From an optimization exercise on the open Yosys and OpenROAD flow, aimed at small area, a short achievable clock period and few clock cycles per item; shortcuts taken in it are not production practice.
Only simulation tests tie the RTL to the original design; equivalence was not proved.
Power is estimated from default activity; no workload was simulated.

[flow/design.v]
package plst_pkg;
    localparam int CAPACITY   = 16;
    localparam int ELEM_WIDTH = 32;
    localparam int FUNC_W     = 3;
    localparam int POS_W      = 8;
    localparam int DATA_W     = 32;
    localparam int CNT_W      = $clog2(CAPACITY + 1);
    localparam logic [FUNC_W-1:0] FUNC_INSERT = 3'd0;
    localparam logic [FUNC_W-1:0] FUNC_REMOVE = 3'd1;
    localparam logic [FUNC_W-1:0] FUNC_GET    = 3'd2;
    localparam logic [FUNC_W-1:0] FUNC_SET    = 3'd3;
    localparam logic [FUNC_W-1:0] FUNC_CLEAR  = 3'd4;
endpackage
module plst_cell (
    input  logic        i_clk,
    input  logic        i_load,
    input  logic        i_up,
    input  logic        i_dn,
    input  logic [31:0] i_elem,
    input  logic [31:0] i_left,
    input  logic [31:0] i_right,
    output logic [31:0] o_slot
);
    logic [31:0] r_slot;
    logic        w_hold;
    assign w_hold = !(i_load || i_up || i_dn);
    always_ff @(posedge i_clk) begin
        r_slot <= ({32{w_hold}} & r_slot)
                | ({32{i_load}} & i_elem)
                | ({32{i_up}}   & i_left)
                | ({32{i_dn}}   & i_right);
    end
    assign o_slot = r_slot;
endmodule
module positional_list_store_top (
    input  logic        i_clk,
    input  logic        i_rst_n,
    input  logic        s_axis_tvalid,
    output logic        s_axis_tready,
    input  logic [47:0] s_axis_tdata,    
    output logic        m_axis_tvalid,
    input  logic        m_axis_tready,
    output logic [47:0] m_axis_tdata     
);
    localparam int N  = plst_pkg::CAPACITY;
    localparam int CW = plst_pkg::CNT_W;
    logic [2:0]  w_func;
    logic [7:0]  w_pos;
    logic [N-1:0] w_ph, w_pl;
    logic         r_ready;
    logic         r_v1;
    logic         r_fi, r_fr, r_fg, r_fs, r_fc;
    logic [N-1:0] r_ph, r_pl;
    logic [31:0]  r_elem;
    assign w_func = s_axis_tdata[2:0];
    assign w_pos  = s_axis_tdata[10:3];
    always_comb begin
        for (int i = 0; i < N; i++) begin
            w_ph[i] = (w_pos == 8'(i + 1));
            w_pl[i] = (w_pos != 8'd0) && (w_pos <= 8'(i + 1));
        end
    end
    logic [N-1:0] r_occ;
    logic [CW-1:0] r_cnt;
    logic [31:0]  w_slot [N];
    logic         r_ov;
    logic         r_ok;
    logic [31:0]  r_rd;
    logic [CW-1:0] r_ocnt;
    logic         r_sv;
    logic         r_sok;
    logic [CW-1:0] r_scnt;
    logic [N-1:0] r_ssel;
    logic         w_ex;
    logic         w_full;
    logic         w_inl, w_inl1;
    logic         w_ins_ok, w_rem_ok, w_ok;
    logic [N-1:0] w_gsel, w_rsel;
    logic [N-1:0] w_occ_n;
    logic [CW-1:0] w_cnt_n;
    logic [31:0]  w_rd;
    logic         w_ofree;
    assign w_ex   = r_v1 && !r_sv;
    assign w_full = r_occ[N-1];
    always_comb begin
        w_inl  = 1'b0;
        w_inl1 = r_ph[0];
        for (int i = 0; i < N; i++) begin
            w_inl = w_inl | (r_ph[i] & r_occ[i]);
            if (i > 0) w_inl1 = w_inl1 | (r_ph[i] & r_occ[i-1]);
        end
    end
    assign w_ins_ok = r_fi && !w_full && w_inl1;
    assign w_rem_ok = r_fr && w_inl;
    assign w_ok     = w_ins_ok || ((r_fr || r_fg || r_fs) && w_inl) || r_fc;
    assign w_gsel   = {N{r_fg}} & r_ph & r_occ;
    always_comb begin
        w_occ_n = r_occ;
        w_cnt_n = r_cnt;
        if (w_ins_ok) begin
            w_occ_n = {r_occ[N-2:0], 1'b1};
            w_cnt_n = r_cnt + CW'(1);
        end else if (w_rem_ok) begin
            w_occ_n = {1'b0, r_occ[N-1:1]};
            w_cnt_n = r_cnt - CW'(1);
        end else if (r_fc) begin
            w_occ_n = '0;
            w_cnt_n = '0;
        end
    end
    for (genvar i = 0; i < N; i++) begin : g_cell
        logic w_load, w_up, w_dn;
        logic [31:0] w_left, w_right;
        if (i == 0) begin : g_first
            assign w_up   = 1'b0;
            assign w_left = '0;
            assign w_load = w_ex && ((r_fi && !w_full) || (r_fs && r_occ[0])) && r_ph[0];
        end else begin : g_mid_l
            assign w_up   = w_ex && r_fi && !w_full && r_pl[i-1] && r_occ[i-1];
            assign w_left = w_slot[i-1];
            assign w_load = w_ex && ((r_fi && !w_full && r_occ[i-1]) || (r_fs && r_occ[i])) && r_ph[i];
        end
        if (i == N - 1) begin : g_last
            assign w_dn    = 1'b0;
            assign w_right = '0;
        end else begin : g_mid_r
            assign w_dn    = w_ex && r_fr && r_pl[i] && r_occ[i+1];
            assign w_right = w_slot[i+1];
        end
        plst_cell u_cell (
            .i_clk   (i_clk),
            .i_load  (w_load),
            .i_up    (w_up),
            .i_dn    (w_dn),
            .i_elem  (r_elem),
            .i_left  (w_left),
            .i_right (w_right),
            .o_slot  (w_slot[i])
        );
    end
    assign w_rsel = r_sv ? r_ssel : w_gsel;
    always_comb begin
        w_rd = '0;
        for (int i = 0; i < N; i++) begin
            w_rd = w_rd | ({32{w_rsel[i]}} & w_slot[i]);
        end
    end
    assign w_ofree = !r_ov || m_axis_tready;
    logic w_v1_n, w_sv_n;
    assign w_v1_n = r_ready ? s_axis_tvalid : 1'b1;
    assign w_sv_n = r_sv ? !w_ofree : (w_ex && !w_ofree);
    always_ff @(posedge i_clk) begin
        if (!i_rst_n) begin
            r_ready <= 1'b1;
            r_v1    <= 1'b0;
            r_sv    <= 1'b0;
            r_ov    <= 1'b0;
            r_occ   <= '0;
            r_cnt   <= '0;
        end else begin
            r_v1    <= w_v1_n;
            r_sv    <= w_sv_n;
            r_ready <= !(w_v1_n && w_sv_n);
            if (w_ofree) begin
                r_ov <= r_sv || w_ex;
            end
            if (w_ex) begin
                r_occ <= w_occ_n;
                r_cnt <= w_cnt_n;
            end
        end
    end
    always_ff @(posedge i_clk) begin
        if (r_ready) begin
            r_fi   <= (w_func == plst_pkg::FUNC_INSERT);
            r_fr   <= (w_func == plst_pkg::FUNC_REMOVE);
            r_fg   <= (w_func == plst_pkg::FUNC_GET);
            r_fs   <= (w_func == plst_pkg::FUNC_SET);
            r_fc   <= (w_func == plst_pkg::FUNC_CLEAR);
            r_ph   <= w_ph;
            r_pl   <= w_pl;
            r_elem <= s_axis_tdata[42:11];
        end
    end
    always_ff @(posedge i_clk) begin
        if (!r_sv) begin
            r_sok  <= w_ok;
            r_scnt <= w_cnt_n;
            r_ssel <= w_gsel;
        end
    end
    always_ff @(posedge i_clk) begin
        if (w_ofree) begin
            r_ok   <= r_sv ? r_sok  : w_ok;
            r_ocnt <= r_sv ? r_scnt : w_cnt_n;
            r_rd   <= w_rd;
        end
    end
    assign s_axis_tready = r_ready;
    assign m_axis_tvalid = r_ov;
    assign m_axis_tdata  = {7'd0, 3'd0, r_ocnt, r_rd, r_ok};
endmodule
[flow/run.sh]
#!/bin/bash
# synth_recipe.tcl (not shown) runs the flow's synth.tcl, then flattens the netlist and writes it again
# the make line also repeats each setting of config.mk as NAME=value (left out here)
make -C /OpenROAD-flow-scripts/flow DESIGN_CONFIG=/design/flow/config.mk WORK_HOME=/design/flow/orfs CLKGATE_MAP_FILE= SYNTH_SCRIPT=/design/flow/synth_recipe.tcl finish
[flow/config.mk]
export PLATFORM = sky130hd
export DESIGN_NAME = positional_list_store_top
export DESIGN_NICKNAME = positional_list_store_top
export VERILOG_FILES = /design/flow/design.v
export SDC_FILE = /design/flow/constraint.sdc
export NUM_CORES = 4
export LEC_CHECK = 0
export CAP_MARGIN = 20
export CORE_MARGIN = 2
export CORE_UTILIZATION = 40
export SLEW_MARGIN = 20
[flow/constraint.sdc]
create_clock -name core_clock -period 5.5 [get_ports {i_clk}]
set_input_delay 1.1000 -clock core_clock [delete_from_list [all_inputs] [get_ports {i_clk}]]
set_output_delay 1.1000 -clock core_clock [all_outputs]
set_load 0.01 [all_outputs]
==> results of run 1 <==
==> cell usage after synthesis (3+ instances only) <==
library cell and instances:
nand2_1 1077, dfxtp_1 559, a222oi_1 448, clkbuf_1 218
a221oi_1 128, a22o_1 128, edfxtp_1 106, a22oi_1 91
buf_2 79, nor2_1 38, nand4_1 37, and3_1 33
buf_6 29, buf_4 18, o2bb2ai_1 14, a21oi_1 13
inv_1 12, mux2i_1 12, o21ai_0 11, nor3_1 10
nor3_4 10, o21ai_1 10, a31oi_1 9, a32o_1 8
nand2b_1 8, nor2b_1 8, nand3_1 5, o31ai_1 5
nor3_2 4, nor3b_1 3
==> report_power, final <==
group / internal, W / switching (W)
registers: 0.00498 / 0.0000898
logic: 0.0000642 / 0.0000633
clock network: 0.00282 / 0.00210
==> routing by layer <==
metal	wire, µm	vias to the layer above	track usage
li1	-	12100	-
met5	0	-	0.00376
met2	54800	2930	0.497
met4	9300	0	0.207
met1	46300	14100	0.432
met3	22800	724	0.112
==> critical path, cell delays in order, from the launching register on <==
cell      delay [ns]
dfxtp_1         0.32
buf_4           0.25
nor2b_1         0.63
a32o_2          1.13
buf_4           0.44
a22o_1          0.19
a221oi_1        0.05
nand4_1         0.30
==> cell families after synthesis <==
logic type | synth area share
simple gates | 0.175
compound gates | 0.272
flops | 0.489
buf+inv | 0.0586
mux | 0.00409
fa+ha+maj | 0.000852
other cells | 0.000128
==> flip-flops by register name (all words and copies together) (netlist names) <==
signal,flops
g_cell.u_cell.r_slot,512
r_cnt,5
r_elem,32
r_fc,1
r_fg,1
r_fi,1
r_fr,1
r_fs,1
r_occ,16
r_ocnt,5
r_ok,1
r_ov,1
r_ph,16
r_pl,15
r_rd,32
r_ready,1
r_scnt,5
r_sok,1
r_ssel,16
r_sv,1
r_v1,1
==> layout make-up <==
type / instances / area share
flip-flops and latches: 665 / 0.435
multi-input cells: 2147 / 0.411
clock buffers: 112 / 0.0655
repair buffers: 169 / 0.0455
well taps: 959 / 0.0363
clock inverters: 24 / 0.00556
inverters: 12 / 0.00136
==> through the flow <==
| step | std cells | hold slack [ns] | utilization | cell area, µm² | worst slack [ns] |
|---|---|---|---|---|---|
| after floorplan | 3168 | 0.418 | - | 29400 | 2.56 |
| after global placement | 3950 | 0.446 | 0.421 | 30700 | 2.12 |
| after detailed placement | 3950 | 0.444 | 0.421 | 30700 | 2.11 |
| after CTS | 4086 | 0.457 | 0.454 | 33100 | 2.09 |
| after global routing | 4088 | 0.474 | 0.454 | 33100 | 1.95 |
| final | 4088 | 0.458 | 0.454 | 33100 | 1.97 |
==> worst paths after layout <==
| check | from | endpoint | slack [ns] | depth (start not counted) |
|---|---|---|---|---|
| min | r_scnt[3] | r_scnt[3] | 0.46 | 2 |
| max | r_sv | r_rd[24] | 1.97 | 7 |
| max reg2reg | r_sv | r_rd[24] | 1.97 | 7 |
| min reg2reg | r_scnt[3] | r_scnt[3] | 0.46 | 2 |
==> summary.txt, run 1 <==
status no timing/DRC/antenna violations; worst-skew pair later-pin latency roughly 0.64 ns; DRT Wirelength about 130 mm; first-pass GRT wire length approximately 190 mm; ANT cells 0; area delta synth->final 12.7%; postcts setup bufs 0; pwr/cell area between 300 and 400 nW/µm²; drt wl/cell 32.6 µm; area of the die 75,600 µm²; overall power 0.0101 W; Die Y 275 µm; share of cells above drive strength 1 0.0895; Area contributors post-synth dfxtp_1 38%, a222oi_1 15%, nand2_1 14%; Startpoint Class register; maxcap violations 0; io pins 102; vias per cell 7.30; Worst Path Max Fanout 32; vias in the first global route 28,100; CTS clk-pin slew, worst paths about 0.060 ns; Ys Warns 3; drt initial violations ~7,700; CTS Root Cell clkbuf_16; Mapped Cells around 3,200; synthesized flop and latch total 665; ys flop type dfxtp_1; cts bufs inserted between 70 and 80; largest area contributor in the netlist dfxtp_1; max-slew violations 0; max frequency 283 MHz; Synth cell types 52; Worst Path Required between 5 and 6 ns; most frequent cells in the layout 1,077 x nand2_1, 558 x dfxtp_1, 448 x a222oi_1, 128 x a22o_1, 128 x a221oi_1; GRT Total Usage 0.340; largest net degree at the start of global routing a little under 70; Residual DRC 0; port bufs 86; Synth Cell Area 29,400 µm²; final hold viol count 0; RSZ-0062 raised after global routing false; core area 72,800 µm²; initial antenna violation count 1; Tcrit/Tclk final 0.642; antenna-violating nets left 0; final setup TNS 0 ns; most common cell after layout, fill and taps aside nand2_1; final setup vio count 0; clk buf depth 3; Initial Utilization 0.403; Vias 29,800; GR Overflow Total 0; Resize count post-CTS 0; area share of the largest cell type after synthesis 0.381; H-Tree Depth 3; clk_skew 0.0263 ns; Worst VDD drop slightly above 0.2 mV; drt pass-1 iters 15; Worst Tran Pin Value 1.26 ns; CTS tree yes; multi-input logic area roughly 14,000 µm²; Hold WC Path Type register to register; num rows 99; FF/Latch Area 14,400 µm²; WP data arrival between 3 and 4 ns; dpl hpwl 71.9 mm; Rel. slew slack 0.163; Post-synth EDFFs 106; Mapped Avg Cell Area ~9.3 µm²; CP Capture Type register; Die Width about 270 µm; Pleak between 10 and 15 nW; Clock Sink Count ~670; post-synthesis sequential area ratio 0.489; Post-CTS Hold Buffers 0; Filler cells 6,859; routability cong. between 0.9 and 1; critical path class register to register; NumNets Final roughly 3,100; asr flop ratio synth 0; shortest period the worst path allows 3.53 ns
Testbench counts, summed over its fixed seeds: cycles 24,016, items 24,000.
==> inputs of run 2 (changes only) <==
--- a/flow/config.mk
+++ b/flow/config.mk
@@ -9,3 +9,4 @@
 export CORE_MARGIN = 2
 export CORE_UTILIZATION = 40
+export SETUP_SLACK_MARGIN = 3.0
 export SLEW_MARGIN = 20
==> run 2 against run 1 <==
- total power rose by 3.1%
- core utilization rose by 1.5 points
- global-route usage is 2.3 points higher
- design area rose by 3.3%
- largest cell class unchanged
- final cell count grew 1.5%
- clock skew decreased by 0.0082 ns
- area after synthesis unchanged
- die area did not move
==> summary.txt, run 2 <==
most common cell after layout, fill and taps aside nand2_1; Top delay family on crit path flip-flops; GRT Total Usage 0.363; slowest library cell on the worst path dfxtp_1; CTS Root Cell clkbuf_16; synthesized flop and latch total ~670; most frequent cell after synthesis nand2_1; Synth cell types 52; Hold WC Path Type register to register; worst-skew pair later-pin latency 0.63 ns; drt pass-1 iters 15; Filler cells 6,808; commonest cells in the synthesized netlist 1,077 x nand2_1, 559 x dfxtp_1, 448 x a222oi_1; num rows 99; port bufs 86; Mapped Avg Cell Area 9.30 µm²; status no timing/DRC/antenna violations; WP data arrival ~3.2 ns; CTS tree yes; biggest regs g_cell.u_cell.r_slot x512, r_elem x32, r_rd x32; drt wl/cell 35.6 µm; Worst Tran Pin Value ~0.93 ns; first-pass GRT wire length 199 mm; area of the die 75,600 µm²; post-synthesis sequential area ratio 0.489; maxcap violations 0; pwr/cell area 305 nW/µm²; core area 72,800 µm²; Rel. slew slack 0.381; FF/Latch Area 14,400 µm²; Initial Utilization 0.403; Clock Sink Count around 670; Residual DRC 0; GR Overflow Total 0; final setup vio count 0; io pins 102; final setup TNS 0 ns; NumNets Final roughly 3,200; area delta synth->final 16.4%; Worst Path Buf+Inv 1; largest net degree at the start of global routing 47; dpl hpwl approximately 70 mm; largest area contributor in the netlist dfxtp_1; Startpoint Class register; Mapped Cells 3,159; clk_skew 0.0181 ns; final hold viol count 0; max frequency roughly 380 MHz; Worst Path Required 6.05 ns; ys flop type dfxtp_1; antenna-violating nets left 0; Tcrit/Tclk final 0.479; vias per cell between 7 and 8; Worst Path Max Fanout 21; Die Y 275 µm; clk buf depth 3; CP max stage delay 0.81 ns; DRT Wirelength approximately 150 mm; Synth Cell Area 29,400 µm²; Die Width 275 µm; vias in the first global route 28,400; H-Tree Depth 3; Area contributors post-synth dfxtp_1 38%, a222oi_1 15%, nand2_1 14%; Post-CTS Hold Buffers 0; Worst VDD drop 0.232 mV; multi-input logic area around 14,000 µm²; Hold Slack around 0.45 ns; CTS clk-pin slew, worst paths roughly 0.060 ns; critical path class register to register; max-slew violations 0; most frequent cells in the layout 1,077 x nand2_1, 552 x dfxtp_1, 448 x a222oi_1, 128 x a22o_1, 128 x a221oi_1; Ys Warns 3; area share of the largest cell type after synthesis 0.381; Post-synth EDFFs 106; Pleak 14.2 nW; shortest period the worst path allows 2.63 ns; Vias 31,200; share of cells above drive strength 1 0.111; CP Capture Type register; RSZ-0062 raised after global routing true; routability cong. 0.909; drt initial violations 7,681; cts bufs inserted 75; CP cell instances a22oi_1, nor2_4, buf_4, a222oi_1, nand2_1; initial antenna violation count 5; Largest register FFs 512; asr flop ratio synth 0; Largest Register g_cell.u_cell.r_slot
[run 2: changes by cell type in the layout (fill, tap and decap cells not counted), moves of 8 or more]
cell / before / now
clkbuf_8: 11 / 19
and3_4: 0 / 13
clkdlybuf4s50_1: 86 / 46
dlygate4sd2_1: 0 / 40
buf_6: 0 / 24
buf_12: 1 / 14
[run 2: routing by layer]
layer	global-route usage	wire (µm)	up-vias
met5	0.00376	34	-
met4	0.230	12600	2
met3	0.153	27500	951
met2	0.511	57900	3309
met1	0.454	49600	14600
li1	-	-	12300
[run 2: stage by stage]
step / std cells / cell area, µm² / setup WS (ns) / power (W) / util
final: 4151 / 34200 / 2.87 / 0.0104 / 0.469
after global routing: 4146 / 34200 / 2.84 / 0.0106 / 0.469
after CTS: 4113 / 33700 / 2.90 / 0.0104 / 0.463
after detailed placement: 3945 / 30700 / 1.88 / 0.00529 / 0.421
after global placement: 3945 / 30700 / 1.92 / 0.00529 / 0.421
after floorplan: 3168 / 29400 / 3.01 / 0.00520 / -
[run 2: power by group]
part / total [W] / switching (W) / internal, W
logic: 0.000134 / 0.0000721 / 0.0000615
registers: 0.00507 / 0.0000919 / 0.00498
clock network: 0.00522 / 0.00213 / 0.00309
total: 0.0104 / 0.00229 / 0.00813
[run 2: logic make-up (layout without fill, tap and decap cells)]
logic type,count (synthesis),count (layout),share of synthesized area
and+or+nand+nor,1247,1256,0.175
buffers and inverters,356,364,0.0586
adders and majority gates,2,2,0.000852
other,1,15,0.000128
muxes,12,12,0.00409
AOI/OAI and AO/OA,876,878,0.272
DFF,665,665,0.489
[run 2: final timing paths]
path	cells past startpoint	to	start	slack, ns
setup / recovery	5	g_cell[3].u_cell.r_slot[10]	r_occ[2]	2.87
hold / removal	2	r_sok	r_sok	0.45
setup reg to reg	5	g_cell[3].u_cell.r_slot[10]	r_occ[2]	2.87
hold reg to reg	2	r_sok	r_sok	0.45
[run 2: area by class of cell]
cell class / count / area share
clock buffers: 117 / 0.0679
clock inverters: 19 / 0.00644
repair buffers: 216 / 0.0634
well taps: 959 / 0.0351
multi-input cells: 2158 / 0.405
diodes: 5 / 0.000366
flip-flops and latches: 665 / 0.421
inverters: 12 / 0.00132
[run 2: repair_timing]
item,4_1_cts,5_1_grt
buffers inserted,30,22
gates cloned,2,11
pin swaps,17,20
setup endpoints to repair,587,566
gates resized for setup,102,54
[run 2: worst register-to-register path: stages, from the launching register on]
cell and delay (ns):
dfxtp_1 0.81, a22oi_1 0.24, nor2_4 0.58, buf_4 0.57, a222oi_1 0.24, nand2_1 0.14
==> inputs of run 3 (changes only) <==
--- a/flow/design.v
+++ b/flow/design.v
@@ -49,4 +49,5 @@
     logic [N-1:0] w_ph, w_pl;
     logic         r_ready;
+    logic         w_ready;
     logic         r_v1;
     logic         r_fi, r_fr, r_fg, r_fs, r_fc;
@@ -72,9 +73,11 @@
     logic [CW-1:0] r_scnt;
     logic [N-1:0] r_ssel;
+    logic [N-1:0] r_rsel;
     logic         w_ex;
     logic         w_full;
     logic         w_inl, w_inl1;
     logic         w_ins_ok, w_rem_ok, w_ok;
-    logic [N-1:0] w_gsel, w_rsel;
+    logic [N-1:0] w_gsel, w_rsel_n;
+    logic         w_get_ok;
     logic [N-1:0] w_occ_n;
     logic [CW-1:0] w_cnt_n;
@@ -139,14 +142,16 @@
         );
     end
-    assign w_rsel = r_sv ? r_ssel : w_gsel;
+    assign w_get_ok = r_fg && w_inl;
     always_comb begin
         w_rd = '0;
         for (int i = 0; i < N; i++) begin
-            w_rd = w_rd | ({32{w_rsel[i]}} & w_slot[i]);
-        end
+            w_rd = w_rd | ({32{r_rsel[i]}} & w_slot[i]);
+        end
+        w_rd = w_rd & {32{r_sv || w_get_ok}};
     end
     assign w_ofree = !r_ov || m_axis_tready;
     logic w_v1_n, w_sv_n;
-    assign w_v1_n = r_ready ? s_axis_tvalid : 1'b1;
+    assign w_ready = !(r_v1 && r_sv);
+    assign w_v1_n  = w_ready ? s_axis_tvalid : 1'b1;
     assign w_sv_n = r_sv ? !w_ofree : (w_ex && !w_ofree);
     always_ff @(posedge i_clk) begin
@@ -171,6 +176,18 @@
         end
     end
-    always_ff @(posedge i_clk) begin
-        if (r_ready) begin
+    always_comb begin
+        if (w_sv_n) begin
+            w_rsel_n = r_sv ? r_ssel : w_gsel;
+        end else if (w_ready) begin
+            w_rsel_n = w_ph & {N{w_func == plst_pkg::FUNC_GET}};
+        end else begin
+            w_rsel_n = r_ph & {N{r_fg}};
+        end
+    end
+    always_ff @(posedge i_clk) begin
+        r_rsel <= w_rsel_n;
+    end
+    always_ff @(posedge i_clk) begin
+        if (w_ready) begin
             r_fi   <= (w_func == plst_pkg::FUNC_INSERT);
             r_fr   <= (w_func == plst_pkg::FUNC_REMOVE);
@@ -191,5 +208,9 @@
     end
     always_ff @(posedge i_clk) begin
-        if (w_ofree) begin
+        if (!i_rst_n) begin
+            r_ok   <= 1'b0;
+            r_ocnt <= '0;
+            r_rd   <= '0;
+        end else if (w_ofree) begin
             r_ok   <= r_sv ? r_sok  : w_ok;
             r_ocnt <= r_sv ? r_scnt : w_cnt_n;
--- a/flow/config.mk
+++ b/flow/config.mk
@@ -9,4 +9,6 @@
 export CORE_MARGIN = 2
 export CORE_UTILIZATION = 40
-export SETUP_SLACK_MARGIN = 3.0
+export CTS_CLUSTER_DIAMETER = 80
+export CTS_CLUSTER_SIZE = 20
+export SETUP_SLACK_MARGIN = 3.3
 export SLEW_MARGIN = 20
==> run 3 against run 2 <==
- still clean
- combinational power up 110%
- core utilization down 0.88 points
- via count up 0.46%
- non-clock buffer count up 52
- design area up 0.64%
- clock skew up 0.0096 ns
- critical path type unchanged
- largest cell class is now multi-input combinational cells
==> summary.txt, run 3 <==
final setup TNS 0 ns; Clock Sink Count 681; Mapped Cells ~3,400; Top delay family on crit path compound AO/OA/AOI/OAI gates; pre-CTS setup slack 2.14 ns; ys flop type dfxtp_1; clk_skew 0.0276 ns; largest net degree at the start of global routing 40; internal power between 0.006 and 0.007 W; CTS Root Cell clkbuf_16; Pleak 14.0 nW; critical path class register to register; vias per cell 7.23; cts bufs inserted 43; Rel. slew slack 0.396; antenna-violating nets left 0; Largest Register g_cell.u_cell.r_slot; GRT Total Usage 0.360; clock power share 0.379; io pins 102; H-Tree Depth 2; final setup margin 3.29 ns; Synth cell types 58; synthesized flop and latch total 681; max-slew violations 0; P_sw 0.00224 W; most common cell after layout, fill and taps aside nand2_1; initial antenna violation count 3; routability cong. 0.881; core area 74,700 µm²; first-pass GRT wire length 207 mm; Switching Share 0.249; maxcap violations 0; biggest regs g_cell.u_cell.r_slot x512, r_elem x32, r_rd x32; Area contributors post-synth dfxtp_1 41%, a222oi_1 15%, nand2_1 14%; CTS clk-pin slew, worst paths 0.09 ns; FF/Latch Area 14,400 µm²; shortest period the worst path allows 2.21 ns; multi-input logic area approximately 15,000 µm²; area share of the largest cell type after synthesis 0.406; DRT Wirelength around 150 mm; Synth Cell Area 30,300 µm²; final setup vio count 0; CP max stage delay about 0.5 ns; GR Overflow Total 0; WP data arrival 2.72 ns; Post-synth EDFFs 68; drt initial violations 7,244; Die Y approximately 280 µm; commonest cells in the synthesized netlist 1,099 x nand2_1, 613 x dfxtp_1, 448 x a222oi_1; NumNets Final 3,391; Worst Tran Pin Value between 0.9 and 1 ns; Worst Path Required 6.01 ns; area of the die 77,900 µm²; CP cell instances a22oi_2, nand4_2, nor2_1, o221a_2, nor2_1, a2111oi_1; CP Capture Type register; final hold viol count 0; most frequent cell after synthesis nand2_1; dpl hpwl 74.4 mm; combinational share of power 0.031; drt pass-1 iters 14; Worst Path Max Fanout 5; CTS tree yes; max frequency 452 MHz; Largest register FFs 512; Filler cells 7,046; Mapped Avg Cell Area between 8 and 9 µm²; num rows 100; post-synthesis sequential area ratio 0.473; pwr/cell area ~260 nW/µm²; largest area contributor in the netlist dfxtp_1; Worst Path Buf+Inv 0; drt wl/cell ~34 µm; worst-skew pair later-pin latency 0.63 ns; status no timing/DRC/antenna violations; Die Width 279 µm; Post-CTS Hold Buffers 0; Hold WC Path Type register to register; slowest library cell on the worst path edfxtp_1; Initial Utilization 0.405; RSZ-0062 raised after global routing true; Worst VDD drop between 0.15 and 0.2 mV; Residual DRC 0; most repeated library cell on the critical path nor2_1; Startpoint Class register; Tcrit/Tclk final 0.402; area delta synth->final 13.7%; asr flop ratio synth 0; share of cells above drive strength 1 0.143; Vias 31,300; most frequent cells in the layout 1,096 x nand2_1, 550 x dfxtp_1, 448 x a222oi_1, 142 x a221oi_1, 128 x a22o_1; vias in the first global route 29,000; clk buf depth 3; Sequential Power Share 0.590; port bufs 86; Ys Warns 3
run 3: per-stage QoR:
| step | hold slack, ns | utilization | std cells | total power, W | instance area (µm²) |
|---|---|---|---|---|---|
| final | 0.451 | 0.461 | 4329 | 0.00899 | 34400 |
| after global routing | 0.475 | 0.461 | 4327 | 0.00922 | 34400 |
| after CTS | 0.452 | 0.454 | 4301 | 0.00898 | 33900 |
| after detailed placement | 0.441 | 0.423 | 4160 | 0.00565 | 31600 |
| after global placement | 0.435 | 0.423 | 4160 | 0.00565 | 31600 |
| after floorplan | 0.423 | - | 3389 | 0.00550 | 30300 |
run 3: path summary, 6_finish.rpt:
| path | slack [ns] | endpoint | cells past startpoint | from |
|---|---|---|---|---|
| worst min-delay path | 0.45 | r_rd[26] | 2 | r_rd[26] |
| worst min register to register | 0.45 | r_rd[26] | 2 | r_rd[26] |
| worst max-delay path | 3.29 | r_cnt[2] | 6 | r_ph[14] |
| worst max register to register | 3.29 | r_cnt[2] | 6 | r_ph[14] |
run 3: tightest hold or removal path, stage by stage (launching register included):
cell	delay [ns]
dfxtp_2	0.32
nand2_1	0.05
a21oi_1	0.05
run 3: power groups by stage:
stage / logic, W / clock network (W) / registers, W
floorplan: 0.000186 / 0 / 0.00532
global placement: 0.000240 / 0 / 0.00541
detailed placement: 0.000244 / 0 / 0.00541
CTS: 0.000261 / 0.00342 / 0.00529
global route: 0.000299 / 0.00360 / 0.00532
finish: 0.000278 / 0.00341 / 0.00531
run 3: final cells by class:
class	instances	share of cell area
Multi-Input combinational cell	2335	0.432
Sequential cell	681	0.418
Timing Repair Buffer	268	0.0757
Tap cell	969	0.0352
Clock buffer	56	0.0339
Clock inverter	10	0.00287
Inverter	8	0.00164
Antenna cell	2	0.000145
run 3: cell families (layout without fill, tap and decap cells):
logic type,Yosys count,count (layout),synth area share
adders and majority gates,2,2,0.000827
DFF,681,681,0.473
muxes,3,3,0.000993
other,1,12,0.000124
AOI/OAI and AO/OA,949,952,0.280
buffers and inverters,381,342,0.0581
and+or+nand+nor,1363,1368,0.187
run 3: routing by layer:
metal | wire length, µm | global-route usage
met1 | 52200 | 0.448
met2 | 61400 | 0.537
met3 | 22000 | 0.125
met4 | 10700 | 0.215
met5 | 101 | 0.00750
run 3: repair_timing:
action                     4_1_cts  5_1_grt
pin swaps                       35       21
setup endpoints to repair      646      531
gates resized for setup        341       74
buffers inserted                70       23
gates cloned                     5        3
Testbench counts of run 3, summed over its fixed seeds: cycles 24,016, items 24,000.

separate check: timing with driven ports:
How much do the figures lean on ideal ports? The routed layouts below were timed once more, with nothing changed but the port constraints.
Step 1 (the two cells are an assumption about what drives the block):
set clk [get_ports {i_clk}]
set_driving_cell -lib_cell sky130_fd_sc_hd__clkbuf_16 $clk
set_driving_cell -lib_cell sky130_fd_sc_hd__buf_2 [delete_from_list [all_inputs] $clk]
Step 2 adds t to the input delays and takes it off the output delays; t is the mean of the earliest and latest rising clock arrival at the registers after step 1. Input paths then give back, and output paths get back, about the clock's delay inside the block.
Three values: ideal, step 1, step 2; two values: the first two.
run	t (ns)	slack for setup (ns)	latest minus earliest clock arrival (ns)	slew at the worst register clock pin (ns)	pins driven straight from the clock port
run 1	0.698	1.970 / 1.970 / 1.970	0.027 / 0.027	0.06 / 0.06	1
run 2	0.676	2.866 / 2.866 / 2.337	0.022 / 0.022	0.07 / 0.07	1
run 3	0.686	3.289 / 3.233 / 2.665	0.029 / 0.029	0.09 / 0.09	1
After both steps setup and hold are still met in every run listed. For run 3, which loses most, drivers alone change the setup slack by -0.056 ns; drivers and shift together by -0.624 ns.
